This design comes from an exercise in tuning for small area, a short achievable clock period and few clock cycles on the open sky130 flow, not from production work. In this exercise RTL edits were held to simulation tests only and were not proved equivalent to the original. Power figures rest on the tool's default switching activity, not on a simulated workload.

== main ==
## phi_copy_sequencer
module phi_copy_sequencer
#(
    parameter int unsigned     ID_W       = phi_copy_sequencer_pkg::DEF_ID_W,
    parameter int unsigned     MAX_COPIES = 8,
    parameter logic [ID_W-1:0] TEMP_ID    = ID_W'(phi_copy_sequencer_pkg::DEF_TEMP_ID)
) (
    input  logic            clk,
    input  logic            rst,
    input  logic            in_valid,
    output logic            in_ready,
    input  logic [ID_W-1:0] in_dest,
    input  logic [ID_W-1:0] in_src,
    input  logic            in_last,
    output logic            out_valid,
    input  logic            out_ready,
    output logic [ID_W-1:0] out_dest,
    output logic [ID_W-1:0] out_src,
    output logic            out_last,
    output logic            out_nop,
    output logic            err_overflow,
    output logic            err_dup
);
Size in the first run: roughly 2200 cells after synthesis, roughly 540 flip-flops, ~26000 sq um of cells after synthesis.
clock: 7.0 ns
lec_check: 0
cap_margin: 20
core_margin: 2
core_utilization: 30
setup_slack_margin: 4.7
slew_margin: 20
tns_end_percent: 5
standard.sh (not shown) runs the stock make flow with config.mk's settings and CLKGATE_MAP_FILE= SYNTH_SCRIPT=/design/flow/synth_recipe.tcl, a recipe that flattens the netlist after the stock synthesis.
==> flow/flow/run.sh <==
#!/bin/bash
# The standard layout, with faster port buffers (buf_4 instead of the
# default delay-buffer pick) and gate sizing not tied to the cell footprint.
# make's full output goes to standard.log; ORFS keeps each step's log under orfs/logs.
set -o pipefail
bash standard.sh MATCH_CELL_FOOTPRINT=0 "BUFFER_PORTS_ARGS=-buffer_cell sky130_fd_sc_hd__buf_4" finish > standard.log 2>&1
Testbench counts of main, summed over its fixed seeds: cycles 39,532.
Edits applied to the flow inputs when going from main to the feature branch:
Settings: TNS_END_PERCENT now 25, was 5; SETUP_SLACK_MARGIN now 4.4, was 4.7.
[summary]
Compared with main, in the feature branch total routing resource utilization after global routing lost 0.61 points; time the worst path needs with I/O delays and setup saw an increase; register fraction of the total cell area grew by 0.78 points. For main, the launching instance or port of the critical path was out_src[15], unlike the feature branch, where it was r_dest[0]. Diff main -> the feature branch: multi-input gate count stayed essentially flat, power spent charging and discharging nets dropped about 1.8%.


Setup of P:
Another version of the RTL of phi_copy_sequencer (not shown whole).
Size in the first run: about 2300 cells after synthesis, ~28000 sq um of cells after synthesis.
==> flow/config.mk <==
export PLATFORM = sky130hd
export DESIGN_NAME = phi_copy_sequencer
export DESIGN_NICKNAME = phi_copy_sequencer
export VERILOG_FILES = /design/flow/design.v
export SDC_FILE = /design/flow/constraint.sdc
export NUM_CORES = 4
export LEC_CHECK = 0
export CAP_MARGIN = 20
export CORE_MARGIN = 2
export CORE_UTILIZATION = 45
export SETUP_SLACK_MARGIN = 4.4
export SLEW_MARGIN = 20
export TNS_END_PERCENT = 5
==> flow/constraint.sdc <==
create_clock -name core_clock -period 7.0 [get_ports {clk}]
set_input_delay 1.4000 -clock core_clock [delete_from_list [all_inputs] [get_ports {clk}]]
set_output_delay 1.4000 -clock core_clock [all_outputs]
set_load 0.01 [all_outputs]
Scripts as last shown in full above: flow/flow/run.sh
Testbench counts of P, summed over its fixed seeds: cycles 39,532.
Edits applied to the flow inputs when going from P to Q:
- swapping 45 for 30 in CORE_UTILIZATION
- putting ABC_AREA at 1 where nothing was set
--- outcome ---
P has lower time the final worst path needs with I/O delays and setup than Q. There was hardly any difference in cell-internal power between P and Q. Q: final worst setup slack lower than P. Global-route usage, P and Q, lower one = Q. As of Q, cell area had risen by a little under 10% compared to P.


## job 4859
phi_copy_sequencer with an RTL version that a note above also has.
Size in the first run: about 2,200 cells after synthesis, about 540 flip-flops, roughly 75 I/O pins, about 26,000 µm² of cells after synthesis.
==> flow/design.v (excerpt) <==
module phi_copy_sequencer
#(
    parameter int unsigned     ID_W       = phi_copy_sequencer_pkg::DEF_ID_W,
    parameter int unsigned     MAX_COPIES = 8,
    parameter logic [ID_W-1:0] TEMP_ID    = ID_W'(phi_copy_sequencer_pkg::DEF_TEMP_ID)
) (
    input  logic            clk,
    input  logic            rst,
    input  logic            in_valid,
    output logic            in_ready,
    input  logic [ID_W-1:0] in_dest,
    input  logic [ID_W-1:0] in_src,
    input  logic            in_last,
    output logic            out_valid,
    input  logic            out_ready,
    output logic [ID_W-1:0] out_dest,
    output logic [ID_W-1:0] out_src,
    output logic            out_last,
    output logic            out_nop,
    output logic            err_overflow,
    output logic            err_dup
);
==> flow/config.mk <==
export PLATFORM = sky130hd
export DESIGN_NAME = phi_copy_sequencer
export DESIGN_NICKNAME = phi_copy_sequencer
export VERILOG_FILES = /design/flow/design.v
export SDC_FILE = /design/flow/constraint.sdc
export NUM_CORES = 4
export LEC_CHECK = 0
export CAP_MARGIN = 20
export CORE_MARGIN = 2
export CORE_UTILIZATION = 30
export CTS_CLUSTER_DIAMETER = 100
export CTS_CLUSTER_SIZE = 24
export SETUP_SLACK_MARGIN = 4.7
export SLEW_MARGIN = 20
export TNS_END_PERCENT = 5
==> flow/constraint.sdc <==
create_clock -name core_clock -period 7.0 [get_ports {clk}]
set_input_delay 1.4000 -clock core_clock [delete_from_list [all_inputs] [get_ports {clk}]]
set_output_delay 1.4000 -clock core_clock [all_outputs]
set_load 0.01 [all_outputs]
Scripts as last shown in full above: flow/flow/run.sh
Testbench counts of job 4859, summed over its fixed seeds: cycles 39,532.
The following lists how job 3732 was set up differently from job 4859:
# job 4859
export LEC_CHECK = 0
export CAP_MARGIN = 20
export CORE_MARGIN = 2
export CORE_UTILIZATION = 30
export CTS_CLUSTER_DIAMETER = 100
export CTS_CLUSTER_SIZE = 24
export SETUP_SLACK_MARGIN = 4.7
export SLEW_MARGIN = 20
export TNS_END_PERCENT = 5
create_clock -name core_clock -period 7.0 [get_ports {clk}]
# job 3732
export LEC_CHECK = 0
export CAP_MARGIN = 20
export CORE_MARGIN = 2
export CORE_UTILIZATION = 30
export SETUP_SLACK_MARGIN = 5.0
export SLEW_MARGIN = 20
export TNS_END_PERCENT = 5
create_clock -name core_clock -period 7.0 [get_ports {clk}]
==> run notes <==
In job 3732 the critical path depth turned out 4 higher than in job 4859.
The final design instance area without fill of job 3732 was inferior to that of job 4859.
[compare] base=job 4859 new=job 3732: final standard cell utilization of the core picked up an extra 1.8 points; number of combinational gates with multiple inputs neither gained nor lost much; switching power of the nets picked up an extra 5.3%.
Edits applied to the flow inputs when going from job 3732 to job 4995:
# job 3732
export LEC_CHECK = 0
export CAP_MARGIN = 20
export CORE_MARGIN = 2
export CORE_UTILIZATION = 30
export SETUP_SLACK_MARGIN = 5.0
export SLEW_MARGIN = 20
export TNS_END_PERCENT = 5
create_clock -name core_clock -period 7.0 [get_ports {clk}]
# job 4995
export LEC_CHECK = 0
export CAP_MARGIN = 20
export CORE_MARGIN = 2
export CORE_UTILIZATION = 30
export CTS_CLUSTER_DIAMETER = 100
export CTS_CLUSTER_SIZE = 24
export SETUP_SLACK_MARGIN = 4.4
export SLEW_MARGIN = 20
export TNS_END_PERCENT = 5
create_clock -name core_clock -period 7.0 [get_ports {clk}]
### Flow results
Job 4995 completed; timing, DRC and antenna clean. Job 3732 finished all stages; the layout is clean. Going from job 3732 to job 4995, final area went down by about 7%; largest net degree at the start of global routing has remained practically unchanged; final clock period utilization by the worst path rose 2.3 points. From job 3732 to job 4995 the numbers moved as follows: sequential share of layout area shows an increase of 3.6 points, sequential share of power shows an increase of 5.2 points. Job 4995 vs job 3732: clock-buffer cell count down by more than a quarter. Job 4995 vs. job 3732: residual DRC count ~0 delta; combinational power share +1.4 points.

[static timing again, ports no longer ideal]
How much do the figures lean on ideal ports? The routed layouts below were timed once more, with nothing changed but the port constraints. Step 1 assumes that a clkbuf_16 drives the clock port and a buf_2 every other input. Step 2 moves the port delays by t, midway between the first and last clock arrival at a register: inputs arrive t later, outputs are due t later. That takes back most of the time a late clock gives input paths. a / b / c = no drivers / after step 1 / after step 2; a / b = the first two.
run | t, ns | setup WS [ns] | worst register clock-pin slew, ns | pins driven straight from the clock port
main | 0.706 | 4.358 / 4.293 / 3.803 | 0.07 / 0.07 | 1
the feature branch | 0.699 | 4.340 / 4.300 / 3.731 | 0.07 / 0.07 | 1
P | 0.706 | 4.202 / 4.202 / 3.636 | 0.07 / 0.07 | 1
Q | 0.734 | 4.137 / 4.137 / 3.634 | 0.07 / 0.07 | 1
job 4859 | 0.694 | 4.297 / 4.260 / 3.799 | 0.11 / 0.11 | 1
job 3732 | 0.701 | 4.397 / 4.331 / 3.748 | 0.07 / 0.07 | 1
job 4995 | 0.691 | 4.236 / 4.236 / 3.688 | 0.11 / 0.11 | 1
After both steps every run listed still meets setup and hold. The setup slack of job 3732, which loses most, moves by -0.066 ns with the drivers and by -0.649 ns with both steps.
